What follows belongs to an exercise in optimizing a design on an open flow for small area, a short achievable clock period and few clock cycles; a production flow would make more cautious choices. At most, simulation tests tie the RTL to the original design; equivalence was not proved. For runs 5 and 6, only the layout was checked, not whether the RTL still works. Power figures rest on the tool's default switching activity, not on a simulated workload.

[design.v]
`timescale 1ns / 1ps
package tvo_pkg;
  localparam logic [7:0] SEP_RESET = 8'h7C;
  localparam logic [7:0] CHAR_EQUALS = 8'h3D;
  localparam logic [7:0] CHAR_SPACE  = 8'h20;
  localparam logic [7:0] CHAR_TAB    = 8'h09;
  localparam logic [7:0] CHAR_CR     = 8'h0D;
  localparam logic [7:0] CHAR_PLUS   = 8'h2B;
  localparam logic [7:0] CHAR_MINUS  = 8'h2D;
  localparam logic [3:0] KS_EMPTY = 4'd0;
  localparam logic [3:0] KS_1     = 4'd1;
  localparam logic [3:0] KS_5     = 4'd2;
  localparam logic [3:0] KS_3     = 4'd3;
  localparam logic [3:0] KS_4     = 4'd4;
  localparam logic [3:0] KS_OTHER = 4'd5;
  localparam logic [3:0] KS_11    = 4'd8;
  localparam logic [3:0] KS_55    = 4'd9;
  localparam logic [3:0] KS_54    = 4'd10;
  localparam logic [3:0] KS_38    = 4'd11;
  localparam logic [3:0] KS_40    = 4'd12;
  localparam logic [3:0] KS_44    = 4'd13;
  localparam logic [1:0] PH_SPACE  = 2'd0;
  localparam logic [1:0] PH_SIGN   = 2'd1;
  localparam logic [1:0] PH_DIGITS = 2'd2;
  localparam logic [1:0] PH_STOP   = 2'd3;
  localparam logic [1:0] STATUS_OK       = 2'd0;
  localparam logic [1:0] STATUS_BAD_NUM  = 2'd1;
  localparam logic [1:0] STATUS_TOO_LONG = 2'd2;
  typedef struct packed {
    logic [1:0]  piece_count;
    logic        last_eq;
    logic [3:0]  key;
    logic [3:0]  val_len;
    logic [1:0]  phase;
    logic        neg;
    logic        num_err;
    logic [63:0] buf_q;
  } field_t;
  localparam field_t FIELD_CLEAR = '0;
endpackage
`timescale 1ns / 1ps
module tag_value_order_message_parser #(
  parameter int unsigned INSTRUMENT_BYTES = 8
) (
  input  logic        clk_i,
  input  logic        rst_ni,
  input  logic        cfg_valid_i,
  input  logic [7:0]  cfg_field_separator_i,
  output logic        cfg_ready_o,
  input  logic        in_valid_i,
  input  logic [7:0]  in_data_byte_i,
  input  logic        in_is_last_i,
  output logic        in_ready_o,
  output logic        out_valid_o,
  input  logic        out_ready_i,
  output logic [6:0]  out_present_mask_o,
  output logic [31:0] out_order_id_o,
  output logic [31:0] out_client_id_o,
  output logic [31:0] out_side_code_o,
  output logic [31:0] out_order_quantity_o,
  output logic [31:0] out_order_kind_o,
  output logic [31:0] out_limit_price_o,
  output logic [63:0] out_instrument_text_o,
  output logic [3:0]  out_instrument_length_o,
  output logic [1:0]  out_status_o
);
  logic [7:0]  sep_q;
  logic        in_v_q;
  logic [7:0]  byte_q;
  logic [4:0]  dig_q;
  logic        last_q;
  tvo_pkg::field_t      fld_q;
  tvo_pkg::field_t      base;
  tvo_pkg::field_t      fld_d;
  logic        fresh_q;
  logic        pend_q;
  logic        emit_q;
  logic        advance;
  logic        is_sep;
  logic        is_eq;
  logic        is_digit;
  logic        is_space;
  logic        key_55;
  logic        key_num;
  logic [31:0] acc_next;
  logic        acc_ovf;
  assign cfg_ready_o = 1'b1;
  always_ff @(posedge clk_i or negedge rst_ni) begin
    if (!rst_ni) begin
      sep_q <= tvo_pkg::SEP_RESET;
    end else if (cfg_valid_i) begin
      sep_q <= cfg_field_separator_i;
    end
  end
  logic out_v_q;
  logic clr_q;
  logic rdy_q;
  assign advance    = !(pend_q && (out_v_q || clr_q));
  assign in_ready_o = rdy_q;
  always_ff @(posedge clk_i or negedge rst_ni) begin
    if (!rst_ni) begin
      in_v_q <= 1'b0;
    end else if (advance) begin
      in_v_q <= in_valid_i;
    end
  end
  always_ff @(posedge clk_i) begin
    if (advance) begin
      byte_q <= in_data_byte_i;
      dig_q  <= {in_data_byte_i[3], in_data_byte_i[3] ? 3'd7 : in_data_byte_i[2:0],
                 in_data_byte_i[3] && in_data_byte_i[0]};
      last_q <= in_is_last_i;
    end
  end
  assign is_sep   = (byte_q == sep_q);
  assign is_eq    = (byte_q == tvo_pkg::CHAR_EQUALS);
  assign is_digit = (byte_q[7:4] == 4'h3) && (byte_q[3:0] <= 4'd9);
  assign is_space = (byte_q == tvo_pkg::CHAR_SPACE) || ((byte_q >= tvo_pkg::CHAR_TAB) && (byte_q <= tvo_pkg::CHAR_CR));
  assign base = fresh_q ? tvo_pkg::FIELD_CLEAR : fld_q;
  logic in_value;
  assign in_value = !fresh_q && (fld_q.piece_count == 2'd1) && !is_eq;
  assign key_55  = (fld_q.key == tvo_pkg::KS_55);
  assign key_num = (fld_q.key == tvo_pkg::KS_1) || (fld_q.key == tvo_pkg::KS_11) ||
                   (fld_q.key == tvo_pkg::KS_54) || (fld_q.key == tvo_pkg::KS_38) ||
                   (fld_q.key == tvo_pkg::KS_40) || (fld_q.key == tvo_pkg::KS_44);
  logic [2:0] dig_lo;
  logic       dig_8;
  logic       dig_cin;
  assign {dig_8, dig_lo, dig_cin} = dig_q;
  assign acc_next  = {fld_q.buf_q[28:0], dig_lo} + {fld_q.buf_q[30:0], dig_8} + {31'd0, dig_cin};
  assign acc_ovf   = (fld_q.buf_q[31:0] > 32'd214748364) ||
                     ((fld_q.buf_q[31:0] == 32'd214748364) &&
                      (dig_8 && (dig_cin || !fld_q.neg)));
  always_comb begin
    fld_d = base;
    fld_d.buf_q = fresh_q ? 64'd0 : fld_q.buf_q;
    if (is_eq) begin
      if (base.piece_count != 2'd3) begin
        fld_d.piece_count = base.piece_count + 2'd1;
      end
      fld_d.last_eq = 1'b1;
    end else begin
      fld_d.last_eq = 1'b0;
      if (base.piece_count == 2'd0) begin
        unique case (base.key)
          tvo_pkg::KS_EMPTY: begin
            unique case (byte_q)
              8'h31:   fld_d.key = tvo_pkg::KS_1;
              8'h35:   fld_d.key = tvo_pkg::KS_5;
              8'h33:   fld_d.key = tvo_pkg::KS_3;
              8'h34:   fld_d.key = tvo_pkg::KS_4;
              default: fld_d.key = tvo_pkg::KS_OTHER;
            endcase
          end
          tvo_pkg::KS_1:    fld_d.key = (byte_q == 8'h31) ? tvo_pkg::KS_11 : tvo_pkg::KS_OTHER;
          tvo_pkg::KS_5:    fld_d.key = (byte_q == 8'h35) ? tvo_pkg::KS_55 :
                               (byte_q == 8'h34) ? tvo_pkg::KS_54 : tvo_pkg::KS_OTHER;
          tvo_pkg::KS_3:    fld_d.key = (byte_q == 8'h38) ? tvo_pkg::KS_38 : tvo_pkg::KS_OTHER;
          tvo_pkg::KS_4:    fld_d.key = (byte_q == 8'h30) ? tvo_pkg::KS_40 :
                               (byte_q == 8'h34) ? tvo_pkg::KS_44 : tvo_pkg::KS_OTHER;
          default: fld_d.key = tvo_pkg::KS_OTHER;
        endcase
      end
    end
    if (in_value) begin
      if (fld_q.val_len != 4'd15) begin
        fld_d.val_len = fld_q.val_len + 4'd1;
      end
      if (key_55) begin
        for (int i = 0; i < INSTRUMENT_BYTES; i++) begin
          if (fld_q.val_len == 4'(i)) begin
            fld_d.buf_q[i*8 +: 8] = byte_q;
          end
        end
      end
      if (key_num && (fld_q.phase != tvo_pkg::PH_STOP)) begin
        if (is_digit) begin
          fld_d.buf_q[31:0] = acc_next;
          if (acc_ovf) begin
            fld_d.num_err = 1'b1;
            fld_d.phase   = tvo_pkg::PH_STOP;
          end else begin
            fld_d.phase   = tvo_pkg::PH_DIGITS;
          end
        end else if ((fld_q.phase == tvo_pkg::PH_SPACE) && is_space) begin
          fld_d.phase = tvo_pkg::PH_SPACE;
        end else if ((fld_q.phase == tvo_pkg::PH_SPACE) &&
                     ((byte_q == tvo_pkg::CHAR_PLUS) || (byte_q == tvo_pkg::CHAR_MINUS))) begin
          fld_d.neg   = (byte_q == tvo_pkg::CHAR_MINUS);
          fld_d.phase = tvo_pkg::PH_SIGN;
        end else begin
          if (fld_q.phase != tvo_pkg::PH_DIGITS) begin
            fld_d.num_err = 1'b1;
          end
          fld_d.phase = tvo_pkg::PH_STOP;
        end
      end
    end
  end
  always_ff @(posedge clk_i) begin
    if (advance && in_v_q) begin
      fld_q  <= is_sep ? base : fld_d;
      emit_q <= last_q;
    end
  end
  always_ff @(posedge clk_i or negedge rst_ni) begin
    if (!rst_ni) begin
      fresh_q <= 1'b1;
      pend_q  <= 1'b0;
    end else if (advance) begin
      if (in_v_q) begin
        fresh_q <= is_sep || last_q;
        pend_q  <= is_sep || last_q;
      end else begin
        pend_q  <= 1'b0;
      end
    end
  end
  logic        close;
  logic        take;
  logic        hasval;
  logic        taken;
  logic        num_bad;
  logic        wr_instr;
  logic        err_long;
  logic [5:0]  wr_num;
  logic        err_num;
  logic [31:0] num_val;
  logic [5:0][31:0] vals_q;
  logic [63:0] instr_q;
  logic [3:0]  ilen_q;
  logic [6:0]  mask_q;
  logic [1:0]  status_q;
  logic [6:0]  mask_set;
  assign close = pend_q && !out_v_q && !clr_q;
  assign take  = out_v_q && out_ready_i;
  assign hasval  = (fld_q.val_len != 4'd0);
  assign taken   = hasval && (((fld_q.piece_count == 2'd1) && !fld_q.last_eq) ||
                              ((fld_q.piece_count == 2'd2) && fld_q.last_eq));
  assign num_bad = fld_q.num_err || (fld_q.phase == tvo_pkg::PH_SPACE) || (fld_q.phase == tvo_pkg::PH_SIGN);
  assign num_val = fld_q.neg ? (32'd0 - fld_q.buf_q[31:0]) : fld_q.buf_q[31:0];
  logic [5:0] key_slot;
  assign key_slot = {fld_q.key == tvo_pkg::KS_44, fld_q.key == tvo_pkg::KS_40, fld_q.key == tvo_pkg::KS_38,
                     fld_q.key == tvo_pkg::KS_54, fld_q.key == tvo_pkg::KS_1,  fld_q.key == tvo_pkg::KS_11};
  assign wr_instr = close && taken && (fld_q.key == tvo_pkg::KS_55) &&
                    (fld_q.val_len <= 4'(INSTRUMENT_BYTES));
  assign err_long = close && taken && (fld_q.key == tvo_pkg::KS_55) &&
                    (fld_q.val_len > 4'(INSTRUMENT_BYTES));
  assign wr_num   = (close && taken && !num_bad) ? key_slot : 6'd0;
  assign err_num  = close && taken && num_bad && (key_slot != 6'd0);
  assign mask_set = {wr_num[5], wr_num[4], wr_num[3], wr_num[2], wr_instr, wr_num[1], wr_num[0]};
  logic pend_n;
  logic out_v_n;
  assign pend_n  = advance ? (in_v_q && (is_sep || last_q)) : pend_q;
  assign out_v_n = take ? 1'b0 : ((close && emit_q) ? 1'b1 : out_v_q);
  always_ff @(posedge clk_i or negedge rst_ni) begin
    if (!rst_ni) begin
      rdy_q <= 1'b1;
    end else begin
      rdy_q <= !(pend_n && (out_v_n || take));
    end
  end
  always_ff @(posedge clk_i or negedge rst_ni) begin
    if (!rst_ni) begin
      clr_q   <= 1'b1;
      out_v_q <= 1'b0;
    end else begin
      clr_q <= take;
      if (take) begin
        out_v_q <= 1'b0;
      end else if (close && emit_q) begin
        out_v_q <= 1'b1;
      end
    end
  end
  always_ff @(posedge clk_i) begin
    if (clr_q) begin
      mask_q   <= '0;
      status_q <= tvo_pkg::STATUS_OK;
    end else begin
      mask_q <= mask_q | mask_set;
      if (status_q == tvo_pkg::STATUS_OK) begin
        if (err_num) begin
          status_q <= tvo_pkg::STATUS_BAD_NUM;
        end else if (err_long) begin
          status_q <= tvo_pkg::STATUS_TOO_LONG;
        end
      end
    end
  end
  always_ff @(posedge clk_i) begin
    if (clr_q) begin
      instr_q <= '0;
      ilen_q  <= '0;
    end else if (wr_instr) begin
      instr_q <= fld_q.buf_q;
      ilen_q  <= fld_q.val_len;
    end
  end
  for (genvar s = 0; s < 6; s++) begin : g_slot
    always_ff @(posedge clk_i) begin
      if (clr_q) begin
        vals_q[s] <= '0;
      end else if (wr_num[s]) begin
        vals_q[s] <= num_val;
      end
    end
  end
  assign out_valid_o             = out_v_q;
  assign out_present_mask_o      = mask_q;
  assign out_order_id_o          = vals_q[0];
  assign out_client_id_o         = vals_q[1];
  assign out_side_code_o         = vals_q[2];
  assign out_order_quantity_o    = vals_q[3];
  assign out_order_kind_o        = vals_q[4];
  assign out_limit_price_o       = vals_q[5];
  assign out_instrument_text_o   = instr_q;
  assign out_instrument_length_o = ilen_q;
  assign out_status_o            = status_q;
endmodule
[flow/run.sh]
#!/bin/bash
# The standard layout, with two changes: the port buffers are buf_1 cells in place of
# the delay buffer buffer_ports picks on its own, and synthesis leaves adders to ABC
# (no full/half adder cells), which gives a faster accumulator. Each tool's output
# goes to standard.log.
set -euo pipefail
export BUFFER_PORTS_ARGS="-buffer_cell sky130_fd_sc_hd__buf_1"
export ADDER_MAP_FILE=
bash standard.sh finish > standard.log 2>&1
[standard.sh]
#!/bin/bash
# synth_recipe.tcl (not shown) runs the flow's synth.tcl, then flattens the netlist and writes it again
# the make line also repeats each setting of config.mk as NAME=value (left out here)
make -C /OpenROAD-flow-scripts/flow DESIGN_CONFIG=/design/flow/config.mk WORK_HOME=/design/flow/orfs CLKGATE_MAP_FILE= SYNTH_SCRIPT=/design/flow/synth_recipe.tcl "${@:-finish}"
[config.mk]
export PLATFORM = sky130hd
export DESIGN_NAME = tag_value_order_message_parser
export DESIGN_NICKNAME = tag_value_order_message_parser
export VERILOG_FILES = /design/flow/design.v
export SDC_FILE = /design/flow/constraint.sdc
export NUM_CORES = 4
export LEC_CHECK = 0
export CAP_MARGIN = 20
export CORE_MARGIN = 2
export CORE_UTILIZATION = 55
export CTS_BUF_LIST = sky130_fd_sc_hd__clkbuf_8
export SETUP_SLACK_MARGIN = 3.0
export SLEW_MARGIN = 20
export TNS_END_PERCENT = 5
[constraint.sdc]
create_clock -name core_clock -period 6.0 [get_ports {clk_i}]
set_input_delay 1.2000 -clock core_clock [delete_from_list [all_inputs] [get_ports {clk_i}]]
set_output_delay 1.2000 -clock core_clock [all_outputs]
set_load 0.01 [all_outputs]
==> results of run 1 <==
==> through the flow <==
step                setup slack (ns)  total power [mW]
floorplan                       2.94              6.69
global placement                2.22              7.93
detailed placement              2.14              8.00
CTS                             2.85              10.6
global route                    2.82              11.5
finish                          2.89              10.9
==> path summary, 6_finish.rpt <==
kind | start | end | slack [ns] | cells after the start
min in group asynchronous | rst_ni | sep_q[0]$_DFFE_PN0P_ | 0.63 | 1
worst max register to register | fld_q[5]$_DFFE_PP_ | vals_q[158]$_SDFFE_PP0P_ | 2.89 | 7
worst max-delay path | fld_q[5]$_DFFE_PP_ | vals_q[158]$_SDFFE_PP0P_ | 2.89 | 7
worst min register to register | instr_q[9]$_SDFFE_PP0P_ | instr_q[9]$_SDFFE_PP0P_ | 0.45 | 2
worst min-delay path | instr_q[9]$_SDFFE_PP0P_ | instr_q[9]$_SDFFE_PP0P_ | 0.45 | 2
max in group asynchronous | rst_ni | sep_q[7]$_DFFE_PN0P_ | 4.89 | 1
==> per-layer routing <==
| layer | routed length, µm | vias up | share of wire (%) | GRT usage [%] |
|---|---|---|---|---|
| li1 | - | 8122 | - | - |
| met3 | 5300 | 150 | 8.8 | 6.66 |
| met4 | 2020 | 0 | 3.3 | 12.1 |
| met1 | 25800 | 8335 | 43 | 46.0 |
| met2 | 27100 | 900 | 45 | 51.5 |
| met5 | 0 | - | 0 | 0 |
==> where the power goes <==
| group | switching, mW | leakage (nW) | internal [mW] | total [mW] |
|---|---|---|---|---|
| Clock | 1.08 | 0.770 | 1.37 | 2.45 |
| Combinational | 3.01 | 3.31 | 1.64 | 4.65 |
| Sequential | 0.637 | 3.26 | 3.17 | 3.81 |
| Total | 4.73 | 7.34 | 6.18 | 10.9 |
==> final cells by class <==
cell class,count,area share (%)
Clock buffer,76,4.84
Timing Repair Buffer,362,7.97
Sequential cell,376,39.5
Multi-Input combinational cell,1519,43.2
Clock inverter,39,1.43
Tap cell,442,2.56
Inverter,26,0.451
==> kinds of logic (layout without fill, tap and decap cells) <==
group,count (synthesis),count (layout),synth area share [%]
AO/OA/AOI/OAI,623,623,22.4
XOR/XNOR,93,93,4.48
adder cells (fa/ha/maj),3,3,0.164
buffers and inverters,225,503,4.63
AND/OR/NAND/NOR,759,759,19.5
other,1,1,0.0204
flip-flops,376,376,46.6
multiplexers,40,40,2.25
==> synthesized netlist by cell type, types with 9 or more instances <==
cell,n,area [µm²]
a211oi_1,185,1390
a21oi_1,171,856
a31oi_1,9,56.3
and3b_1,13,114
buf_1,18,67.6
clkbuf_1,179,672
dfxtp_1,269,5390
edfxtp_1,93,2790
inv_1,26,97.6
mux2_2,10,113
mux2i_1,30,300
nand2_1,205,769
nand2b_1,10,62.6
nand3_1,23,115
nand3b_1,10,75.1
nand4_1,9,56.3
nor2_1,307,1150
nor2b_1,15,93.8
nor3_1,42,210
nor3b_1,53,398
nor4_1,16,100
o21a_1,13,97.6
o21ai_0,100,500
o22ai_1,20,125
o31ai_1,13,97.6
or2_2,12,75.1
or3b_2,9,78.8
xnor2_1,59,517
xor2_1,33,289
==> timing repair <==
item / 4_1_cts / 5_1_grt
gates resized for setup: 35 / 26
setup buffers: 16 / 17
setup endpoints to repair: 306 / 320
pin swaps: 7 / 6
==> critical path: stages (launching register included) <==
cell      delay, ns
edfxtp_1       0.73
or4_4          0.69
or4_4          0.47
or3_4          0.43
o31ai_4        0.22
xor2_2         0.18
buf_6          0.16
a211oi_2       0.07
==> sequential cells by signal, indices dropped and copies added, names as in the netlist, 2 cells and up <==
signal,count
mask_q,7
ilen_q,4
sep_q,8
vals_q,192
byte_q,8
dig_q,4
status_q,2
instr_q,64
fld_q,79
==> results by group, run 1 <==
Route
  – Final WL: 60.3 mm
  – Post-route ant nets: 0
  – First DRT Iteration DRCs: 1754
  – DR vias: 17500
  – Vias per cell: about 6.2
  – DRC violations left: 0
  – Routed len/inst: around 21 µm
  – Drt first pass iters: 6

Timing
  – Hold WS: around 0.45 ns
  – Min Tclk post-route: 3.11 ns
  – Final Hold Vio Count: 0
  – Final setup violation count: 0
  – Worst slew pin tran: ~0.99 ns
  – Clock Skew: approximately 0.024 ns
  – Max Clock Freq: roughly 320 MHz
  – Fin crit share: between 50% and 60%
  – Max-slew violation count: 0
  – Setup TNS: 0 ns
  – Relative slew slack: 33.5%
  – Unrepaired setup endpoints after global routing: yes

Worst setup path
  – WS Path Type: flop to flop
  – CP Data Required Time: approximately 6.5 ns
  – Critical path fanouts, max: 23
  – Arrival time at the worst endpoint: 3.57 ns
  – Crit path launch type: flop
  – CP endpoint kind: flop

Floorplan
  – Ports: between 200 and 300
  – Die Wd: 187 µm
  – Core Area: 32700 µm²
  – Die Y: 187 µm
  – Initial Utilization: 56.1%
  – Row count: 66
  – DIE AREA: 34800 µm²

CTS
  – TritonCTS Sinks: 376
  – Max H-tree Level: 3
  – Root Driver: clkbuf_8
  – Worst-Skew Late Latency: 0.62 ns
  – TritonCTS clock tree: done
  – Clock slew at reported path FFs: 0.06 ns
  – CTS Buf Count: between 60 and 70
  – CTS max path bufs: 3
  – Cts hold-fix bufs: 0

Cells and area
  – Most common cell after layout, fill and taps aside: nor2_1
  – # diodes: 0
  – Final Non-Filler Cells: roughly 2800
  – Fill cells: 2844
  – Area grow syn2layout: 17.9%
  – Post-layout util: 66.1%
  – Multi-input gate area: 9350 µm²
  – Leading cell types in the layout, fill and taps excluded: 303 x nor2_1, 292 x buf_1, 269 x dfxtp_1, 204 x nand2_1, 178 x a211oi_1
  – Register Area: 8540 µm²
  – Layout cell share with drive strength beyond 1: between 10% and 20%
  – Final instance area: 21600 µm²
  – Nets: ~2400

Global routing
  – Aggregate global-route resource usage: 33.2%
  – Vias in the first global route: 15900
  – Number of antenna violations at the first check in global routing: 0
  – Grt total ovfl: 0
  – First-pass GRT wire length: 92.3 mm
  – Largest net degree at the start of global routing: just over 90

Logic synthesis
  – Post-synth EDFFs: a little over 90
  – Mapped Cells: 2120
  – Avg Inst Size Synth: a little under 9 µm²
  – Flops & latches, synth: between 300 and 400
  – Primary FF master, synth: dfxtp_1
  – Post-Syn Area: 18300 µm²
  – Syn Nets: 2142
  – Seq/Total Area, Yosys: 46.6%
  – Synth Warn #: 1
  – Unique masters post-synth: 84
  – Post-synth ARST share: 3.72%

Place
  – Post-DP Area: 19600 µm²
  – DP Cell Count: 2691
  – Port Buffers: approximately 290
  – GP Congestion: 0.916
  – Final HPWL DP: approximately 39 mm

Pwr
  – Leak: 7.34 nW
  – Pwr Density: 504 nW/µm²
  – Max VDD drop: 0.347 mV

Worst hold path
  – Min-delay worst type: flop to flop

Status
  – Outcome: complete, no violations

Flow run
  – # Max-Cap Violations: 0
Testbench counts, summed over its fixed seeds: cycles 68,502.
==> run 2: changes to the inputs <==
--- a/config.mk
+++ b/config.mk
@@ -9,3 +9,3 @@
 export CORE_MARGIN = 2
-export CORE_UTILIZATION = 55
+export CORE_UTILIZATION = 45
 export CTS_BUF_LIST = sky130_fd_sc_hd__clkbuf_8
==> results by group, run 2 <==
Floorplan
  – Core Area: 40000 µm²
  – Die Wd: 206 µm
  – Row count: 73
  – DIE AREA: 42400 µm²
  – Ports: 294
  – Die Y: ~210 µm
  – Initial Utilization: 45.8%

Pwr
  – Max VDD drop: 0.232 mV
  – Clock share of power: 21.1%
  – Switching pwr: 4.67 mW
  – Int Pwr: 6.00 mW
  – Switch share: around 44%
  – Leak: 7.33 nW
  – Sequential share of power: about 36%
  – Gate power share: 42.9%
  – Pwr Density: approximately 500 nW/µm²
  – Total power: between 10 and 15 mW

Cells and area
  – Area grow syn2layout: 17.5%
  – Final Non-Filler Cells: 2928
  – Largest reg by FF count: vals_q
  – # diodes: 0
  – Top Registers: vals_q (192), fld_q (79), instr_q (64)
  – Most common cell after layout, fill and taps aside: nor2_1
  – Max reg flops: 192
  – Layout cell share with drive strength beyond 1: 10.8%
  – Leading cell types in the layout, fill and taps excluded: 302 x nor2_1, 292 x buf_1, 269 x dfxtp_1, 204 x nand2_1, 179 x a211oi_1
  – Nets: 2383
  – Fill cells: approximately 3800
  – Final instance area: 21500 µm²
  – Post-layout util: 53.9%

Logic synthesis
  – Most instantiated cells after synthesis: 307 x nor2_1, 269 x dfxtp_1, 205 x nand2_1
  – Seq/Total Area, Yosys: between 40% and 50%
  – Post-synth ARST share: roughly 3.7%
  – Synth Warn #: 1
  – Top post-synthesis cells by area: dfxtp_1 29%, edfxtp_1 15%, a211oi_1 7.6%
  – Syn Nets: approximately 2100
  – Post-synth EDFFs: 93
  – Mapped Cells: 2120
  – Top cell type's share of synthesized area: 29.4%
  – Post-Syn Area: between 15000 and 20000 µm²
  – Most numerous cell in the Yosys netlist: nor2_1
  – Primary FF master, synth: dfxtp_1
  – Avg Inst Size Synth: slightly below 9 µm²
  – Yosys top cell by area: dfxtp_1
  – Flops & latches, synth: 376
  – Unique masters post-synth: 84

CTS
  – TritonCTS Sinks: 376
  – CTS Buf Count: 68
  – Cts hold-fix bufs: 0
  – TritonCTS clock tree: done
  – Max H-tree Level: 3
  – CTS max path bufs: 3
  – Root Driver: clkbuf_8
  – Clock slew at reported path FFs: 0.06 ns
  – Worst-Skew Late Latency: 0.64 ns

Place
  – DP Cell Count: 2767
  – Port Buffers: 292
  – Dpl ws: 2.07 ns
  – Post-DP Area: 19700 µm²
  – GP Congestion: 0.899
  – Final HPWL DP: 39.4 mm

Timing
  – Final setup violation count: 0
  – Setup TNS: 0 ns
  – Clock Skew: ~0.022 ns
  – Final Hold Vio Count: 0
  – Max-slew violation count: 0
  – Fin crit share: 54.1%
  – Unrepaired setup endpoints after global routing: yes
  – Hold WS: 0.450 ns
  – Max Clock Freq: 308 MHz
  – Min Tclk post-route: ~3.2 ns
  – Worst slew pin tran: 1.19 ns
  – Slack of the critical path: 2.75 ns
  – Relative slew slack: 20.5%

Global routing
  – Number of antenna violations at the first check in global routing: 0
  – First-pass GRT wire length: 91.1 mm
  – Grt total ovfl: 0
  – Aggregate global-route resource usage: 27.5%
  – Largest net degree at the start of global routing: 218
  – Vias in the first global route: between 15000 and 20000

Worst setup path
  – WS Path Type: flop to flop
  – CP endpoint kind: flop
  – CP Data Required Time: ~6.5 ns
  – Arrival time at the worst endpoint: 3.70 ns
  – Critical-path cell list: buf_12, or4_4, or4_4, or4_4, or3_4, o31ai_4, xor2_2, a211oi_1
  – Crit path launch type: flop
  – CP peak stage delay: roughly 0.53 ns
  – Slowest cell on crit path: or4_4
  – Critical path fanouts, max: 6
  – Worst reg2reg path startpoint: fld_q[0]$_DFFE_PP_
  – Top cell by count, worst path: or4_4
  – Crit. Startpoint: fld_q[0]$_DFFE_PP_

Route
  – DRC violations left: 0
  – Post-route ant nets: 0
  – Drt first pass iters: 6
  – Routed len/inst: about 21 µm
  – First DRT Iteration DRCs: 1695
  – DR vias: 17200
  – Final WL: a little over 60 mm
  – Vias per cell: 5.86

Worst hold path
  – Min-delay worst type: flop to flop
  – Hold Path Origin: instr_q[7]$_SDFFE_PP0P_

Status
  – Outcome: complete, no violations

Flow run
  – # Max-Cap Violations: 0
## run 2: worst paths after layout
check	endpoint	slack (ns)	depth (start not counted)
worst max register to register	vals_q[126]$_SDFFE_PP0P_	2.75	8
worst min-delay path	instr_q[7]$_SDFFE_PP0P_	0.45	2
min in group asynchronous	in_v_q$_DFFE_PN0N_	0.62	1
worst max-delay path	vals_q[126]$_SDFFE_PP0P_	2.75	8
worst min register to register	instr_q[7]$_SDFFE_PP0P_	0.45	2
max in group asynchronous	sep_q[7]$_DFFE_PN0P_	4.91	1
## run 2: logic make-up (layout without fill, tap and decap cells)
logic type / Yosys count / after routing / share of synthesized area, %
compound gates: 623 / 623 / 22.4
xor+xnor: 93 / 93 / 4.48
fa+ha+maj: 3 / 3 / 0.164
buf+inv: 225 / 508 / 4.63
flops: 376 / 376 / 46.6
mux: 40 / 40 / 2.25
other cells: 1 / 1 / 0.0204
simple gates: 759 / 759 / 19.5
## run 2: metal layers
layer	part of all wire (%)	global-route usage, %	vias to the layer above
met4	2.8	9.21	0
met2	43	40.9	747
li1	-	-	8155
met3	8.4	6.34	122
met5	0	0	-
met1	45	39.3	8131
## run 2: timing repair
| action | 4_1_cts | 5_1_grt |
|---|---|---|
| setup buffers | 11 | 37 |
| endpoints found under the setup margin | 322 | 367 |
| gates resized for setup | 21 | 23 |
| gates cloned | 1 | 0 |
| pin swaps | 11 | 2 |
| endpoints found under the hold margin | 0 | 0 |
## run 2: power groups by stage
stage | combinational (mW) | sequential [mW] | clock [mW]
floorplan | 3.21 | 3.49 | 0
global placement | 3.84 | 4.06 | 0
detailed placement | 3.90 | 4.08 | 0
CTS | 4.07 | 4.01 | 2.31
global route | 4.96 | 3.91 | 2.41
finish | 4.58 | 3.84 | 2.26
## run 2: final cells by class
class                      instances  area, µm²  share of cell area [%]
multi-input combinational       1519       9230                    42.8
tap                              525        657                    3.05
clock inverter                    34        155                   0.720
inverter                          26       97.6                   0.453
timing repair buffer             370       1790                    8.30
sequential                       376       8540                    39.6
clock buffer                      78       1070                    4.98
## run 2: worst max-delay path, delay by kind of cell, from the launching register on
family / cells / cell delay (ns)
buf+inv: 1 / 0.16
xor+xnor: 1 / 0.28
flops: 1 / 0.43
compound gates: 2 / 0.33
simple gates: 4 / 1.87
==> run 3: changes to the inputs <==
--- a/config.mk
+++ b/config.mk
@@ -9,5 +9,5 @@
 export CORE_MARGIN = 2
-export CORE_UTILIZATION = 45
+export CORE_UTILIZATION = 55
 export CTS_BUF_LIST = sky130_fd_sc_hd__clkbuf_8
-export SETUP_SLACK_MARGIN = 3.0
+export SETUP_SLACK_MARGIN = 3.25
 export SLEW_MARGIN = 20
==> results by group, run 3 <==
Worst hold path
  – Min-delay worst type: flop to flop

Timing
  – Max Clock Freq: approximately 320 MHz
  – Relative slew slack: ~18%
  – Setup TNS: 0 ns
  – Min Tclk post-route: 3.11 ns
  – Clock Skew: 0.0349 ns
  – Final Hold Vio Count: 0
  – Worst slew pin tran: 1.22 ns
  – Hold WS: 0.451 ns
  – Unrepaired setup endpoints after global routing: yes
  – Final setup violation count: 0
  – Max-slew violation count: 0
  – Fin crit share: 51.9%
  – Slack of the critical path: 2.89 ns

CTS
  – Cts hold-fix bufs: 0
  – TritonCTS clock tree: done
  – Root Driver: clkbuf_8
  – Worst-Skew Late Latency: 0.60 ns
  – Max H-tree Level: 3
  – CTS max path bufs: 3
  – CTS Buf Count: between 60 and 70
  – Clock slew at reported path FFs: around 0.060 ns
  – TritonCTS Sinks: 376

Logic synthesis
  – Avg Inst Size Synth: 8.65 µm²
  – Synth Warn #: 1
  – Unique masters post-synth: 84
  – Post-synth EDFFs: 93
  – Yosys top cell by area: dfxtp_1
  – Flops & latches, synth: 376
  – Mapped Cells: roughly 2100
  – Most numerous cell in the Yosys netlist: nor2_1
  – Most instantiated cells after synthesis: 307 x nor2_1, 269 x dfxtp_1, 205 x nand2_1
  – Top cell type's share of synthesized area: between 20% and 30%
  – Post-synth ARST share: 3.72%
  – Syn Nets: 2142
  – Post-Syn Area: 18300 µm²
  – Seq/Total Area, Yosys: 46.6%
  – Top post-synthesis cells by area: dfxtp_1 29%, edfxtp_1 15%, a211oi_1 7.6%
  – Primary FF master, synth: dfxtp_1

Cells and area
  – Final Non-Filler Cells: roughly 2900
  – Fill cells: about 2800
  – Nets: 2408
  – Area grow syn2layout: 20.0%
  – Final instance area: 22000 µm²
  – Most common cell after layout, fill and taps aside: nor2_1
  – Post-layout util: 67.3%
  – Top Registers: vals_q (192), fld_q (79), instr_q (64)
  – Max reg flops: 192
  – # diodes: 0
  – Layout cell share with drive strength beyond 1: 13.1%
  – Largest reg by FF count: vals_q
  – Leading cell types in the layout, fill and taps excluded: 302 x nor2_1, 292 x buf_1, 269 x dfxtp_1, 204 x nand2_1, 178 x a211oi_1

Floorplan
  – Ports: 294
  – Row count: 66
  – Die Y: ~190 µm
  – Initial Utilization: 56.1%
  – DIE AREA: 34800 µm²
  – Die Wd: 187 µm
  – Core Area: around 33000 µm²

Global routing
  – Number of antenna violations at the first check in global routing: 1
  – Grt total ovfl: 0
  – First-pass GRT wire length: 90.1 mm
  – Vias in the first global route: roughly 16000
  – GR Util met2: 50.2%
  – Largest net degree at the start of global routing: 253
  – Met3 Use GR: 6.66%
  – GR Util met1: 44.4%
  – GRT Max-Usage Layer: met2
  – Aggregate global-route resource usage: 32.3%

Route
  – First DRT Iteration DRCs: between 1500 and 2000
  – Routed len/inst: 21.1 µm
  – Vias per cell: ~6.1
  – DR vias: 17500
  – Final WL: 60.6 mm
  – Post-route ant nets: 0
  – Drt first pass iters: 6
  – DRC violations left: 0

Worst setup path
  – Arrival time at the worst endpoint: 3.53 ns
  – CP endpoint kind: flop
  – Critical-path cell list: or4_4, or4_4, or4_4, or3_4, o31ai_4, xor2_2, a211oi_1
  – Crit path launch type: flop
  – Critical path fanouts, max: 6
  – Worst path bufs/invs: 0
  – CP peak stage delay: 0.55 ns
  – WS Path Type: flop to flop
  – Family with the most delay on the worst path: simple AND/OR/NAND/NOR gates
  – Top cell by count, worst path: or4_4
  – CP Data Required Time: 6.42 ns
  – Slowest cell on crit path: or4_4

Place
  – Dpl ws: 2.13 ns
  – Post-DP Area: about 20000 µm²
  – Port Buffers: 292
  – DP Cell Count: 2684
  – GP Congestion: 0.935
  – Final HPWL DP: around 39 mm

Pwr
  – Pwr Density: about 500 nW/µm²
  – Total power: 11.0 mW
  – Max VDD drop: between 0.3 and 0.4 mV
  – Leak: 7.52 nW

Status
  – Outcome: complete, no violations

Flow run
  – # Max-Cap Violations: 0
[run 3: power breakdown]
group | internal, mW | total (mW) | leakage (nW) | switching, mW
clock | 1.30 | 2.35 | 0.732 | 1.06
sequential | 3.17 | 3.84 | 3.26 | 0.672
combinational | 1.74 | 4.80 | 3.53 | 3.07
[run 3: what timing repair did]
action,CTS,global route
endpoints found under the setup margin,374,411
setup buffers,18,51
gates cloned,1,3
resized for setup,25,58
endpoints found under the hold margin,0,0
pin swaps,13,17
[run 3: worst paths after layout]
check / from / endpoint / slack (ns) / cells past startpoint
hold reg to reg: instr_q[56]$_SDFFE_PP0P_ / instr_q[56]$_SDFFE_PP0P_ / 0.45 / 2
setup / recovery: fld_q[0]$_DFFE_PP_ / vals_q[158]$_SDFFE_PP0P_ / 2.89 / 7
setup reg to reg: fld_q[0]$_DFFE_PP_ / vals_q[158]$_SDFFE_PP0P_ / 2.89 / 7
min in group asynchronous: rst_ni / pend_q$_DFFE_PN0N_ / 0.65 / 1
max in group asynchronous: rst_ni / in_v_q$_DFFE_PN0N_ / 4.86 / 1
hold / removal: instr_q[56]$_SDFFE_PP0P_ / instr_q[56]$_SDFFE_PP0P_ / 0.45 / 2
[run 3: logic make-up after synthesis]
| kind of cell | count (synthesis) | synth area share, % |
|---|---|---|
| DFF | 376 | 46.6 |
| AOI/OAI and AO/OA | 623 | 22.4 |
| muxes | 40 | 2.25 |
| xor gates and xnor gates | 93 | 4.48 |
| adders and majority gates | 3 | 0.164 |
| other | 1 | 0.0204 |
| and+or+nand+nor | 759 | 19.5 |
| buffers and inverters | 225 | 4.63 |
[run 3: final cells by class]
type | instances | area (µm²) | share of cell area (%)
repair buffers | 392 | 2060 | 9.35
inverters | 26 | 97.6 | 0.443
well taps | 442 | 553 | 2.51
clock buffers | 80 | 1100 | 5.00
clock inverters | 32 | 208 | 0.943
multi-input cells | 1522 | 9450 | 42.9
flip-flops and latches | 376 | 8540 | 38.8
[run 3: layer usage]
metal  vias to the layer above  wire (µm)  share of wire (%)
met5                         -          0                  0
met4                         0       2150                3.5
met3                       159       5640                9.3
met2                       933      27300                 45
met1                      8265      25500                 42
li1                       8175          -                  -
[run 3: worst reg2reg max path, delay by kind of cell (launching register included)]
family / cells / cell delay (ns)
AOI/OAI and AO/OA: 2 / 0.35
xor gates and xnor gates: 1 / 0.29
and+or+nand+nor: 4 / 1.91
DFF: 1 / 0.41
==> run 4: changes to the inputs <==
--- a/config.mk
+++ b/config.mk
@@ -11,3 +11,3 @@
 export CTS_BUF_LIST = sky130_fd_sc_hd__clkbuf_8
-export SETUP_SLACK_MARGIN = 3.25
+export SETUP_SLACK_MARGIN = 2.75
 export SLEW_MARGIN = 20
==> results by group, run 4 <==
Status
  – Outcome: complete, no violations

Logic synthesis
  – Post-synth ARST share: under 10%
  – Most numerous cell in the Yosys netlist: nor2_1
  – Yosys top cell by area: dfxtp_1
  – Avg Inst Size Synth: just under 9 µm²
  – Top cell type's share of synthesized area: 29.4%
  – Post-synth EDFFs: 93
  – Post-Syn Area: 18300 µm²
  – Seq/Total Area, Yosys: a little under half
  – Synth Warn #: 1
  – Unique masters post-synth: 84
  – Primary FF master, synth: dfxtp_1
  – Most instantiated cells after synthesis: 307 x nor2_1, 269 x dfxtp_1, 205 x nand2_1
  – Top post-synthesis cells by area: dfxtp_1 29%, edfxtp_1 15%, a211oi_1 7.6%
  – Mapped Cells: ~2100
  – Flops & latches, synth: 376
  – Syn Nets: roughly 2100

Cells and area
  – Register Area: ~8500 µm²
  – Fill cells: 2958
  – Final Non-Filler Cells: 2830
  – Nets: 2356
  – Max reg flops: 192
  – Most common cell after layout, fill and taps aside: nor2_1
  – Final instance area: approximately 21000 µm²
  – Area grow syn2layout: 15.8%
  – Multi-input gate area: roughly 9200 µm²
  – Top Registers: vals_q (192), fld_q (79), instr_q (64)
  – Leading cell types in the layout, fill and taps excluded: 304 x nor2_1, 292 x buf_1, 269 x dfxtp_1, 205 x nand2_1, 178 x a211oi_1
  – # diodes: 0
  – Largest reg by FF count: vals_q
  – Layout cell share with drive strength beyond 1: between 9 and 10%

Timing
  – Setup TNS: 0 ns
  – Max-slew violation count: 0
  – Hold WS: 0.452 ns
  – Max Clock Freq: around 300 MHz
  – Clock Skew: roughly 0.035 ns
  – Final setup violation count: 0
  – Final Hold Vio Count: 0
  – Relative slew slack: 28.1%
  – Worst slew pin tran: 1.08 ns
  – Min Tclk post-route: 3.34 ns
  – Fin crit share: 55.7%
  – Unrepaired setup endpoints after global routing: yes

Pwr
  – Total power: 10.6 mW
  – Pwr Density: a little under 500 nW/µm²
  – Sequential share of power: between 30% and 40%
  – Max VDD drop: 0.311 mV
  – Switch share: 43.7%
  – Clock share of power: between 20% and 30%
  – Gate power share: about two fifths
  – Leak: between 7 and 8 nW
  – Int Pwr: approximately 6 mW
  – Switching pwr: 4.61 mW

CTS
  – CTS max path bufs: 3
  – CTS Buf Count: 67
  – TritonCTS Sinks: 376
  – Worst-Skew Late Latency: approximately 0.6 ns
  – Max H-tree Level: 3
  – TritonCTS clock tree: done
  – Cts hold-fix bufs: 0
  – Clock slew at reported path FFs: 0.06 ns
  – Root Driver: clkbuf_8

Worst setup path
  – Slowest cell on crit path: or4_4
  – Crit path launch type: flop
  – Crit. Startpoint: fld_q[0]$_DFFE_PP_
  – WS Path Type: flop to flop
  – CP endpoint kind: flop
  – Top cell by count, worst path: or4_4
  – Worst reg2reg path startpoint: fld_q[0]$_DFFE_PP_
  – Critical path fanouts, max: 6
  – RR Endpoint: vals_q[30]$_SDFFE_PP0P_
  – CP Data Required Time: around 6.4 ns
  – Arrival time at the worst endpoint: 3.77 ns
  – Worst path bufs/invs: 1
  – R2R depth: 8
  – R2r setup slk: 2.66 ns
  – CP peak stage delay: 0.51 ns
  – Family with the most delay on the worst path: simple AND/OR/NAND/NOR gates
  – Critical-path cell list: buf_12, or4_4, or4_4, or4_4, or3_4, o31ai_4, xor2_4, a211oi_1

Floorplan
  – Die Wd: 187 µm
  – Row count: 66
  – Die Y: 187 µm
  – Initial Utilization: 56.1%
  – DIE AREA: 34800 µm²
  – Core Area: between 30000 and 40000 µm²
  – Ports: 294

Route
  – DR vias: 17000
  – DRC violations left: 0
  – Vias per cell: between 5 and 6
  – Routed len/inst: 20.5 µm
  – Drt first pass iters: 5
  – Post-route ant nets: 0
  – Final WL: 58.0 mm
  – First DRT Iteration DRCs: around 1600

Global routing
  – Vias in the first global route: 15400
  – Number of antenna violations at the first check in global routing: 0
  – Aggregate global-route resource usage: 32.2%
  – Grt total ovfl: 0
  – First-pass GRT wire length: roughly 90 mm
  – Largest net degree at the start of global routing: 201

Place
  – Final HPWL DP: 38.3 mm
  – Port Buffers: 292
  – Post-DP Area: between 15000 and 20000 µm²
  – GP Congestion: 0.942
  – DP Cell Count: about 2700

Worst hold path
  – Min-delay worst type: flop to flop
  – Hold Path Origin: instr_q[11]$_SDFFE_PP0P_
  – Worst Hold End: instr_q[11]$_SDFFE_PP0P_
  – Hold Path Stages: 2

Flow run
  – # Max-Cap Violations: 0
==> run 4: cell counts after synthesis <==
Identical to the previous run, type by type.
==> run 4: power by group through the flow <==
| stage | Combinational [mW] | Sequential (mW) | Clock, mW |
|---|---|---|---|
| 2_1_floorplan | 3.20 | 3.48 | 0 |
| 3_3_place_gp | 3.91 | 4.03 | 0 |
| 3_5_place_dp | 3.95 | 4.05 | 0 |
| 4_1_cts | 4.13 | 3.97 | 2.32 |
| 5_1_grt | 4.62 | 4.08 | 2.45 |
| 6_report | 4.27 | 4.00 | 2.29 |
==> run 4: area by class of cell <==
class                           instances  area share (%)
Clock buffer                           80            5.19
Multi-Input combinational cell       1520            43.3
Sequential cell                       376            40.2
Inverter                               26           0.460
Clock inverter                         43           0.890
Tap cell                              442            2.60
Timing Repair Buffer                  343            7.28
==> run 4: metrics by stage <==
stage	util (%)	setup slack, ns
final	64.9	2.66
after global routing	64.9	2.56
after CTS	64.5	2.52
after detailed placement	59.8	2.08
after global placement	59.8	2.17
after floorplan	-	2.77
==> run 4: worst max path at each step <==
stage,cells past startpoint,to,slack [ns]
2_1_floorplan,4,fld_q[0]$_DFFE_PP_,2.77
3_3_place_gp,7,vals_q[125]$_SDFFE_PP0P_,2.17
3_5_place_dp,7,vals_q[125]$_SDFFE_PP0P_,2.08
4_1_cts,7,fld_q[30]$_DFFE_PP_,2.52
5_1_grt,8,vals_q[71]$_SDFFE_PP0P_,2.56
6_report,8,vals_q[30]$_SDFFE_PP0P_,2.66
==> run 4: per-layer routing <==
| metal | GRT usage (%) | share of wire, % |
|---|---|---|
| met5 | 0 | 0 |
| met1 | 45.2 | 43 |
| met4 | 10.7 | 2.7 |
| met2 | 49.6 | 45 |
| met3 | 6.68 | 8.9 |
==> run 4: cell families (layout without fill, tap and decap cells) <==
logic type | count (synthesis) | in the layout | share of synthesized area [%]
AOI/OAI and AO/OA | 623 | 623 | 22.4
xor gates and xnor gates | 93 | 93 | 4.48
adders and majority gates | 3 | 3 | 0.164
buffers and inverters | 225 | 492 | 4.63
DFF | 376 | 376 | 46.6
muxes | 40 | 40 | 2.25
other | 1 | 1 | 0.0204
and+or+nand+nor | 759 | 760 | 19.5
==> run 4: repair_timing <==
| action | CTS | global route |
|---|---|---|
| endpoints found under the setup margin | 218 | 276 |
| resized for setup | 22 | 11 |
| pin swaps | 12 | 4 |
| setup buffers | 11 | 5 |
| cloned | 2 | 0 |
==> run 4: worst min-delay path, cell delays in order, from the launching register on <==
cell and delay [ns]:
dfxtp_1 0.30, nand2_1 0.05, a21oi_1 0.05
==> run 5: changes to the inputs <==
--- a/design.v
+++ b/design.v
@@ -36,4 +36,9 @@
     logic        num_err;
+    logic [3:0]  sig_cnt;
+    logic [1:0]  sig_cmp;
     logic [63:0] buf_q;
   } field_t;
+  localparam logic [1:0] CMP_EQ = 2'd0;
+  localparam logic [1:0] CMP_LT = 2'd1;
+  localparam logic [1:0] CMP_GT = 2'd2;
   localparam field_t FIELD_CLEAR = '0;
@@ -130,5 +135,20 @@
   assign acc_next  = {fld_q.buf_q[28:0], dig_lo} + {fld_q.buf_q[30:0], dig_8} + {31'd0, dig_cin};
-  assign acc_ovf   = (fld_q.buf_q[31:0] > 32'd214748364) ||
-                     ((fld_q.buf_q[31:0] == 32'd214748364) &&
-                      (dig_8 && (dig_cin || !fld_q.neg)));
+  logic [3:0] dig_val;
+  logic [3:0] lim_dig;
+  logic       sig_lead0;
+  logic [1:0] cmp_next;
+  logic [3:0] sig_next;
+  assign dig_val   = byte_q[3:0];
+  localparam logic [39:0] LIMIT_DIGITS = 40'h8463847412;
+  assign lim_dig = (fld_q.sig_cnt > 4'd9) ? 4'd8 : LIMIT_DIGITS[fld_q.sig_cnt * 4 +: 4];
+  assign sig_lead0 = (fld_q.sig_cnt == 4'd0) && (dig_val == 4'd0);
+  assign cmp_next  = (fld_q.sig_cmp != tvo_pkg::CMP_EQ) ? fld_q.sig_cmp :
+                     (dig_val < lim_dig) ? tvo_pkg::CMP_LT :
+                     (dig_val == lim_dig) ? tvo_pkg::CMP_EQ : tvo_pkg::CMP_GT;
+  assign sig_next  = fld_q.sig_cnt + 4'd1;
+  assign acc_ovf   = !sig_lead0 &&
+                     ((fld_q.sig_cnt == 4'd10) ||
+                      ((fld_q.sig_cnt == 4'd9) &&
+                       ((cmp_next == tvo_pkg::CMP_GT) ||
+                        ((cmp_next == tvo_pkg::CMP_EQ) && !fld_q.neg))));
   always_comb begin
@@ -178,2 +198,6 @@
           fld_d.buf_q[31:0] = acc_next;
+          if (!sig_lead0) begin
+            fld_d.sig_cnt = sig_next;
+            fld_d.sig_cmp = cmp_next;
+          end
           if (acc_ovf) begin
==> flow/run.sh (replaced) <==
#!/bin/bash
# The standard layout, with two changes: the port buffers are buf_2 cells in place of
# the delay buffer buffer_ports picks on its own, and synthesis leaves adders to ABC
# (no full/half adder cells), which gives a faster accumulator. Each tool's output
# goes to standard.log.
set -euo pipefail
export BUFFER_PORTS_ARGS="-buffer_cell sky130_fd_sc_hd__buf_2"
export ADDER_MAP_FILE=
bash standard.sh finish > standard.log 2>&1
--- a/config.mk
+++ b/config.mk
@@ -9,5 +9,4 @@
 export CORE_MARGIN = 2
-export CORE_UTILIZATION = 55
-export CTS_BUF_LIST = sky130_fd_sc_hd__clkbuf_8
-export SETUP_SLACK_MARGIN = 2.75
+export CORE_UTILIZATION = 40
+export SETUP_SLACK_MARGIN = 3.5
 export SLEW_MARGIN = 20
==> results by group, run 5 <==
Cells and area
  – Area grow syn2layout: 27.1%
  – Leading cell types in the layout, fill and taps excluded: 293 x buf_2, 287 x nor2_1, 269 x dfxtp_1, 234 x nand2_1, 168 x a211oi_1
  – # diodes: 0
  – Register Area: between 8000 and 9000 µm²
  – Largest reg by FF count: vals_q
  – Fill cells: 4319
  – Multi-input gate area: 9780 µm²
  – Nets: 2479
  – Final instance area: between 20000 and 25000 µm²
  – Max reg flops: 192
  – Most common cell after layout, fill and taps aside: buf_2
  – Layout cell share with drive strength beyond 1: 27.9%
  – Top Registers: vals_q (192), fld_q (85), instr_q (64)

CTS
  – Root Driver: clkbuf_16
  – Max H-tree Level: 2
  – CTS Buf Count: 43
  – TritonCTS clock tree: done
  – Clock slew at reported path FFs: 0.06 ns
  – TritonCTS Sinks: 382
  – Worst-Skew Late Latency: 0.58 ns
  – CTS max path bufs: 3

Global routing
  – First-pass GRT wire length: 94.4 mm
  – Largest net degree at the start of global routing: 96
  – Vias in the first global route: roughly 16000
  – Grt total ovfl: 0
  – Aggregate global-route resource usage: about a quarter
  – Number of antenna violations at the first check in global routing: 0

Logic synthesis
  – Avg Inst Size Synth: 8.66 µm²
  – Primary FF master, synth: dfxtp_1
  – Simple-gate area share of the yosys netlist: 18.9%
  – Mux cell area share after synthesis: under 10%
  – Unique masters post-synth: 83
  – Flops & latches, synth: around 380
  – Top post-synthesis cells by area: dfxtp_1 29%, edfxtp_1 16%, a211oi_1 7.6%
  – Synth Warn #: 1
  – Xor/xnor share of the synthesized area: 4.89%
  – Syn Nets: 2171
  – Post-Syn Area: 18600 µm²
  – Synthesized-area fraction occupied by adder cells: less than 1%
  – Yosys top cell by area: dfxtp_1
  – Post-synth EDFFs: 99
  – Seq/Total Area, Yosys: 46.8%
  – Most numerous cell in the Yosys netlist: nor2_1
  – Post-synth ARST share: 3.66%
  – Most instantiated cells after synthesis: 294 x nor2_1, 269 x dfxtp_1, 240 x nand2_1
  – Top cell type's share of synthesized area: 28.9%
  – Compound-gate portion of the synthesized area: 23.0%
  – Mapped Cells: ~2100
  – Main combinational cell family by area after synthesis: compound AO/OA/AOI/OAI gates

Pwr
  – Leak: between 9 and 10 nW
  – Max VDD drop: 0.249 mV
  – Pwr Density: 507 nW/µm²

Timing
  – Fin crit share: 53.0%
  – Min Tclk post-route: 3.18 ns
  – Clock Skew: approximately 0.024 ns
  – Worst slew pin tran: 1.06 ns
  – Unrepaired setup endpoints after global routing: yes
  – Final setup violation count: 0
  – Relative slew slack: roughly 30%
  – Setup TNS: 0 ns
  – Final Hold Vio Count: 0
  – Max Clock Freq: ~310 MHz
  – Max-slew violation count: 0

Worst setup path
  – Arrival time at the worst endpoint: roughly 3.7 ns
  – CP endpoint kind: flop
  – R2R depth: 9
  – Critical path fanouts, max: 6
  – Crit. Startpoint: fld_q[4]$_DFFE_PP_
  – CP Data Required Time: between 6 and 7 ns
  – Crit path launch type: flop
  – Worst reg2reg path startpoint: fld_q[4]$_DFFE_PP_
  – WS Path Type: flop to flop

Floorplan
  – DIE AREA: 48300 µm²
  – Ports: 294
  – Row count: 79
  – Die Wd: 220 µm
  – Core Area: 46300 µm²
  – Initial Utilization: about two fifths
  – Die Y: ~220 µm

Worst hold path
  – Hold Path Origin: instr_q[53]$_SDFFE_PP0P_
  – Hold Path Stages: 2
  – Min-delay worst type: flop to flop

Route
  – DR vias: 17700
  – Post-route ant nets: 0
  – DRC violations left: 0
  – Drt first pass iters: 6
  – First DRT Iteration DRCs: 1626
  – Vias per cell: 5.72
  – Final WL: 63.0 mm
  – Routed len/inst: just over 20 µm

Place
  – Port Buffers: 292
  – Post-DP Area: 20300 µm²
  – GP Congestion: 0.859
  – Final HPWL DP: just under 40 mm

Status
  – Outcome: complete, no violations

Flow run
  – # Max-Cap Violations: 0
[run 5: cell count changes after synthesis, sizes merged, moves of 17 or more]
cell / previous run / this run
nand2: 205 / 240
o21ai: 102 / 119
a21oi: 171 / 150
a221oi: 6 / 23
nor3b: 53 / 22
mux2i: 30 / 9
buf: 19 / 42
clkbuf: 180 / 161
[run 5: final cells by class]
| type | instances | area share (%) |
|---|---|---|
| multi-input combinational | 1536 | 41.3 |
| timing repair buffer | 461 | 12.7 |
| clock buffer | 60 | 4.99 |
| sequential | 382 | 36.9 |
| clock inverter | 17 | 0.433 |
| tap | 607 | 3.21 |
| inverter | 33 | 0.523 |
[run 5: critical path: stages, from the launching register on]
cell	delay (ns)
edfxtp_1	0.48
nor4_4	0.34
nand3_2	0.15
or4_4	0.56
buf_6	0.15
or4_4	0.46
buf_6	0.15
o31ai_4	0.30
xnor2_4	0.20
a211oi_2	0.26
[run 5: stage by stage]
step	power (mW)	cells	worst slack (ns)	hold slack [ns]	util, %
2_1_floorplan	7.02	2149	3.18	0.439	-
3_3_place_gp	8.28	2873	2.23	0.442	43.9
3_5_place_dp	8.36	2873	2.20	0.446	43.9
4_1_cts	11.3	3025	2.82	0.454	48.7
5_1_grt	12.7	3096	2.73	0.469	51.2
6_report	12.0	3096	2.82	0.450	51.2
[run 5: logic make-up (layout without fill, tap and decap cells)]
family | Yosys count | in the layout
flip-flops | 382 | 382
XOR/XNOR | 100 | 100
multiplexers | 20 | 20
AND/OR/NAND/NOR | 766 | 771
adder cells (fa/ha/maj) | 3 | 3
buffers and inverters | 236 | 571
other | 1 | 1
AO/OA/AOI/OAI | 641 | 641
[run 5: worst paths after layout]
check                                           end  slack [ns]
setup / recovery            vals_q[56]$_SDFFE_PP0P_        2.82
hold / removal             instr_q[53]$_SDFFE_PP0P_        0.45
setup reg to reg            vals_q[56]$_SDFFE_PP0P_        2.82
hold reg to reg            instr_q[53]$_SDFFE_PP0P_        0.45
max in group asynchronous      sep_q[3]$_DFFE_PN1P_        5.20
min in group asynchronous      sep_q[7]$_DFFE_PN0P_        0.51
[run 5: metal layers]
metal | up-vias | wire length, µm | track usage (%)
met1 | 8505 | 27700 | 34.7
met2 | 730 | 28800 | 38.7
met4 | 0 | 1520 | 6.89
met5 | - | 0 | 0
li1 | 8340 | - | -
met3 | 121 | 5010 | 4.42
[run 5: what timing repair did]
item / in CTS / in global routing
hold buffers: 0 / 0
cloned: 4 / 3
pin swaps: 20 / 40
resized for setup: 59 / 123
buffers inserted: 71 / 68
setup endpoints to repair: 413 / 415
[run 5: power by group]
part	internal, mW	switching (mW)	total, mW
Combinational	2.20	3.46	5.66
Sequential	3.27	0.627	3.89
Clock	1.38	1.08	2.46
==> run 6: changes to the inputs <==
--- a/design.v
+++ b/design.v
@@ -38,2 +38,4 @@
     logic [1:0]  sig_cmp;
+    logic        c16;
+    logic [31:0] car;
     logic [63:0] buf_q;
@@ -75,2 +77,4 @@
   logic [4:0]  dig_q;
+  logic        neg_next;
+  logic [4:0]  dig_add;
   logic        last_q;
@@ -102,3 +106,6 @@
   logic rdy_q;
+  logic vsep_q;
+  logic in_adv;
   assign advance    = !(pend_q && (out_v_q || clr_q));
+  assign in_adv     = advance && !vsep_q;
   assign in_ready_o = rdy_q;
@@ -107,3 +114,3 @@
       in_v_q <= 1'b0;
-    end else if (advance) begin
+    end else if (in_adv) begin
       in_v_q <= in_valid_i;
@@ -112,6 +119,6 @@
   always_ff @(posedge clk_i) begin
-    if (advance) begin
+    if (in_adv) begin
       byte_q <= in_data_byte_i;
-      dig_q  <= {in_data_byte_i[3], in_data_byte_i[3] ? 3'd7 : in_data_byte_i[2:0],
-                 in_data_byte_i[3] && in_data_byte_i[0]};
+      dig_q  <= {dig_add >= 5'd8, dig_add >= 5'd16,
+                 (dig_add >= 5'd16) ? 3'(dig_add - 5'd12) : dig_add[2:0]};
       last_q <= in_is_last_i;
@@ -130,7 +137,26 @@
                    (fld_q.key == tvo_pkg::KS_40) || (fld_q.key == tvo_pkg::KS_44);
-  logic [2:0] dig_lo;
-  logic       dig_8;
-  logic       dig_cin;
-  assign {dig_8, dig_lo, dig_cin} = dig_q;
-  assign acc_next  = {fld_q.buf_q[28:0], dig_lo} + {fld_q.buf_q[30:0], dig_8} + {31'd0, dig_cin};
+  assign neg_next = (in_v_q && (byte_q == tvo_pkg::CHAR_MINUS)) ||
+                    (!(in_v_q && (byte_q == tvo_pkg::CHAR_PLUS)) && !fresh_q && fld_q.neg);
+  assign dig_add  = {1'b0, in_data_byte_i[3:0]} + (neg_next ? 5'd9 : 5'd0);
+  logic [31:0] csa_a;
+  logic [31:0] csa_b;
+  logic [31:0] csa_c;
+  logic [31:0] csa_d;
+  logic [31:0] csa_x1;
+  logic [31:0] csa_y1;
+  logic [31:0] csa_y1s;
+  logic [31:0] csa_x2;
+  logic [31:0] csa_y2;
+  logic [31:0] acc_car;
+  assign csa_a   = {fld_q.buf_q[28:0], dig_q[2:0]};
+  assign csa_b   = {fld_q.buf_q[30:0], 1'b0};
+  assign csa_c   = {fld_q.car[28:1], dig_q[4:3], 2'b00};
+  assign csa_d   = {fld_q.car[30:0], 1'b0};
+  assign csa_x1  = csa_a ^ csa_b ^ csa_c;
+  assign csa_y1  = (csa_a & csa_b) | (csa_a & csa_c) | (csa_b & csa_c);
+  assign csa_y1s = {csa_y1[30:0], 1'b0};
+  assign csa_x2  = csa_x1 ^ csa_y1s ^ csa_d;
+  assign csa_y2  = (csa_x1 & csa_y1s) | (csa_x1 & csa_d) | (csa_y1s & csa_d);
+  assign acc_next = csa_x2;
+  assign acc_car  = {csa_y2[30:0], 1'b0};
   logic [3:0] dig_val;
@@ -198,2 +224,3 @@
           fld_d.buf_q[31:0] = acc_next;
+          fld_d.car         = acc_car;
           if (!sig_lead0) begin
@@ -212,4 +239,5 @@
                      ((byte_q == tvo_pkg::CHAR_PLUS) || (byte_q == tvo_pkg::CHAR_MINUS))) begin
-          fld_d.neg   = (byte_q == tvo_pkg::CHAR_MINUS);
-          fld_d.phase = tvo_pkg::PH_SIGN;
+          fld_d.neg         = (byte_q == tvo_pkg::CHAR_MINUS);
+          fld_d.buf_q[31:0] = (byte_q == tvo_pkg::CHAR_MINUS) ? 32'hFFFF_FFFF : 32'd0;
+          fld_d.phase       = tvo_pkg::PH_SIGN;
         end else begin
@@ -223,5 +251,20 @@
   end
+  tvo_pkg::field_t fld_c;
+  always_comb begin
+    fld_c                         = fld_q;
+    {fld_c.c16, fld_c.buf_q[15:0]} = {1'b0, fld_q.buf_q[15:0]} + {1'b0, fld_q.car[15:0]};
+    fld_c.car[15:0]               = 16'd0;
+  end
+  logic need_vsep;
+  logic pend_n;
+  logic vsep_n;
+  assign need_vsep = !fresh_q && key_num;
+  assign pend_n    = vsep_q ? 1'b1 :
+                     in_adv ? (in_v_q && (is_sep || (last_q && !need_vsep))) : pend_q;
+  assign vsep_n    = !vsep_q && in_adv && in_v_q && !is_sep && last_q && need_vsep;
   always_ff @(posedge clk_i) begin
-    if (advance && in_v_q) begin
-      fld_q  <= is_sep ? base : fld_d;
+    if (vsep_q) begin
+      fld_q  <= fld_c;
+    end else if (in_adv && in_v_q) begin
+      fld_q  <= is_sep ? (fresh_q ? tvo_pkg::FIELD_CLEAR : fld_c) : fld_d;
       emit_q <= last_q;
@@ -233,8 +276,8 @@
       pend_q  <= 1'b0;
-    end else if (advance) begin
-      if (in_v_q) begin
+      vsep_q  <= 1'b0;
+    end else begin
+      pend_q <= pend_n;
+      vsep_q <= vsep_n;
+      if (in_adv && in_v_q) begin
         fresh_q <= is_sep || last_q;
-        pend_q  <= is_sep || last_q;
-      end else begin
-        pend_q  <= 1'b0;
       end
@@ -264,3 +307,4 @@
   assign num_bad = fld_q.num_err || (fld_q.phase == tvo_pkg::PH_SPACE) || (fld_q.phase == tvo_pkg::PH_SIGN);
-  assign num_val = fld_q.neg ? (32'd0 - fld_q.buf_q[31:0]) : fld_q.buf_q[31:0];
+  assign num_val = {fld_q.buf_q[31:16] + fld_q.car[31:16] + {15'd0, fld_q.c16},
+                    fld_q.buf_q[15:0]} ^ {32{fld_q.neg}};
   logic [5:0] key_slot;
@@ -275,5 +319,3 @@
   assign mask_set = {wr_num[5], wr_num[4], wr_num[3], wr_num[2], wr_instr, wr_num[1], wr_num[0]};
-  logic pend_n;
   logic out_v_n;
-  assign pend_n  = advance ? (in_v_q && (is_sep || last_q)) : pend_q;
   assign out_v_n = take ? 1'b0 : ((close && emit_q) ? 1'b1 : out_v_q);
@@ -283,3 +325,3 @@
     end else begin
-      rdy_q <= !(pend_n && (out_v_n || take));
+      rdy_q <= !(pend_n && (out_v_n || take)) && !vsep_n;
     end
==> results by group, run 6 <==
Status
  – Outcome: complete, no violations

Worst setup path
  – CP Data Required Time: 6.37 ns
  – Crit path launch type: flop
  – Worst reg2reg path startpoint: fld_q[5]$_DFFE_PP_
  – Arrival time at the worst endpoint: 3.12 ns
  – WS Path Type: flop to flop
  – Crit. Startpoint: fld_q[5]$_DFFE_PP_
  – Critical path fanouts, max: 4
  – CP endpoint kind: flop

Timing
  – Worst slew pin tran: roughly 1.2 ns
  – Setup TNS: 0 ns
  – Max Clock Freq: 363 MHz
  – Clock Skew: between 0.06 and 0.07 ns
  – Max-slew violation count: 0
  – Fin crit share: 45.9%
  – Final setup violation count: 0
  – Final Hold Vio Count: 0
  – Hold WS: 0.449 ns
  – Min Tclk post-route: roughly 2.8 ns
  – Relative slew slack: between 20 and 25%
  – Unrepaired setup endpoints after global routing: yes

Cells and area
  – Post-layout util: 50.8%
  – Largest reg by FF count: vals_q
  – Final Non-Filler Cells: 3290
  – Layout cell share with drive strength beyond 1: between 20% and 30%
  – Top Registers: vals_q (192), fld_q (118), instr_q (64)
  – Nets: ~2600
  – Leading cell types in the layout, fill and taps excluded: 293 x buf_2, 284 x dfxtp_1, 275 x nor2_1, 262 x nand2_1, 203 x a21oi_1
  – Area grow syn2layout: 25.4%
  – Most common cell after layout, fill and taps aside: buf_2
  – # diodes: 0
  – Max reg flops: 192

Floorplan
  – Initial Utilization: 40.5%
  – DIE AREA: 52700 µm²
  – Die Wd: 230 µm
  – Die Y: between 200 and 250 µm
  – Core Area: 50200 µm²
  – Ports: 294
  – Row count: slightly above 80

CTS
  – Max H-tree Level: 2
  – TritonCTS Sinks: between 400 and 500
  – Clock slew at reported path FFs: 0.06 ns
  – CTS Buf Count: 47
  – TritonCTS clock tree: done
  – Cts hold-fix bufs: 0
  – CTS max path bufs: 3
  – Root Driver: clkbuf_16
  – Worst-Skew Late Latency: a little over 0.6 ns

Route
  – Vias per cell: ~5.6
  – Post-route ant nets: 0
  – DR vias: approximately 19000
  – Final WL: 69.7 mm
  – First DRT Iteration DRCs: about 1800
  – DRC violations left: 0
  – Drt first pass iters: 7
  – Routed len/inst: approximately 21 µm

Pwr
  – Pwr Density: about 560 nW/µm²
  – Max VDD drop: 0.291 mV
  – Leak: 9.95 nW

Global routing
  – Aggregate global-route resource usage: 24.8%
  – Vias in the first global route: 17100
  – Grt total ovfl: 0
  – First-pass GRT wire length: 103 mm
  – Largest net degree at the start of global routing: 195
  – Number of antenna violations at the first check in global routing: 0

Logic synthesis
  – Flops & latches, synth: 415
  – Unique masters post-synth: 75
  – Post-synth EDFFs: 115
  – Syn Nets: 2307
  – Most numerous cell in the Yosys netlist: nor2_1
  – Seq/Total Area, Yosys: 46.9%
  – Yosys top cell by area: dfxtp_1
  – Post-Syn Area: 20300 µm²
  – Avg Inst Size Synth: 8.90 µm²
  – Most instantiated cells after synthesis: 290 x nor2_1, 285 x dfxtp_1, 269 x nand2_1
  – Primary FF master, synth: dfxtp_1
  – Post-synth ARST share: 3.61%
  – Synth Warn #: 1
  – Mapped Cells: 2285
  – Top cell type's share of synthesized area: 28.0%
  – Top post-synthesis cells by area: dfxtp_1 28%, edfxtp_1 17%, a211oi_1 6.6%

Place
  – Final HPWL DP: 43.2 mm
  – DP Cell Count: between 3000 and 4000
  – GP Congestion: 0.875
  – Port Buffers: 292

Flow run
  – # Max-Cap Violations: 0

Worst hold path
  – Hold Path Origin: vals_q[60]$_SDFFE_PP0P_
  – Min-delay worst type: flop to flop
[run 6: stage by stage]
step / setup slack [ns] / cell area (µm²) / power, mW
after floorplan: 3.20 / 20400 / 8.51
after global placement: 2.26 / 22100 / 10.2
after detailed placement: 2.12 / 22100 / 10.3
after CTS: 3.25 / 24700 / 13.9
after global routing: 3.14 / 25500 / 15.1
final: 3.25 / 25500 / 14.3
[run 6: final timing paths]
| path | to | slack, ns | cells past startpoint |
|---|---|---|---|
| setup / recovery | fld_q[10]$_DFFE_PP_ | 3.25 | 9 |
| hold / removal | vals_q[60]$_SDFFE_PP0P_ | 0.45 | 2 |
| setup reg to reg | fld_q[10]$_DFFE_PP_ | 3.25 | 9 |
| hold reg to reg | vals_q[60]$_SDFFE_PP0P_ | 0.45 | 2 |
| max in group asynchronous | sep_q[2]$_DFFE_PN1P_ | 5.17 | 1 |
| min in group asynchronous | pend_q$_DFF_PN0_ | 0.53 | 1 |
[run 6: critical path: stages, from the launching register on]
cell	delay (ns)
edfxtp_1	0.49
a22o_4	0.29
a221oi_2	0.23
o22ai_1	0.14
and2_4	0.18
maj3_2	0.32
maj3_2	0.32
maj3_2	0.31
xor2_1	0.14
o21ai_1	0.07
[run 6: repair_timing]
item,in CTS,in global routing
gates resized for setup,56,70
endpoints found under the setup margin,455,445
gates cloned,6,5
setup buffers,80,52
pin swaps,20,25
[run 6: power by group]
group / total, mW / leakage [nW] / switching [mW] / internal (mW)
Clock: 2.93 / 0.781 / 1.25 / 1.68
Combinational: 7.03 / 5.55 / 4.31 / 2.72
Sequential: 4.38 / 3.62 / 0.710 / 3.67
Total: 14.3 / 9.95 / 6.28 / 8.07
[run 6: logic make-up (layout without fill, tap and decap cells)]
| family | count (synthesis) | after routing | share of synthesized area, % |
|---|---|---|---|
| simple gates | 736 | 742 | 15.8 |
| fa+ha+maj | 62 | 62 | 3.08 |
| mux | 30 | 30 | 1.54 |
| xor+xnor | 196 | 196 | 8.51 |
| compound gates | 607 | 607 | 19.4 |
| buf+inv | 238 | 565 | 4.73 |
| other cells | 1 | 1 | 0.0184 |
| flops | 415 | 415 | 46.9 |
[run 6: cell type report]
| class | instances | area [µm²] |
|---|---|---|
| clock inverters | 26 | 258 |
| flip-flops and latches | 415 | 9550 |
| inverters | 24 | 92.6 |
| repair buffers | 455 | 2950 |
| clock buffers | 60 | 1330 |
| well taps | 672 | 841 |
| fillers | 4742 | 24700 |
| multi-input cells | 1638 | 10500 |
[run 6: metal layers]
metal	GRT usage [%]	wire, µm	vias up
met3	5.48	6210	137
met4	7.75	2030	0
met2	37.9	30900	805
met1	34.9	30500	8923
li1	-	-	8692
met5	0	0	-

[static timing again, ports no longer ideal]
In the flow no input, the clock included, has a driving cell. The finished layouts below were timed again as built, in two steps.
Step 1, drivers: a clkbuf_16 drives clk_i and a buf_2 each remaining input, both assumed.
Step 2 also shifts input and output timing later by t, the mid clock arrival at the registers, as if the neighbouring blocks saw the same clock.
a / b / c = no drivers / after step 1 / after step 2; a / b = the first two.
| run | t, ns | slack for setup (ns) | cell pins on the clock port's net |
|---|---|---|---|
| run 1 | 0.658 | 2.892 / 2.892 / 2.892 | 1 |
| run 2 | 0.680 | 2.753 / 2.753 / 2.753 | 1 |
| run 3 | 0.631 | 2.887 / 2.887 / 2.887 | 1 |
| run 4 | 0.639 | 2.656 / 2.656 / 2.656 | 1 |
| run 5 | 0.622 | 2.822 / 2.822 / 2.822 | 1 |
| run 6 | 0.649 | 3.249 / 3.249 / 3.249 | 1 |
After both steps every run listed still meets setup and hold.
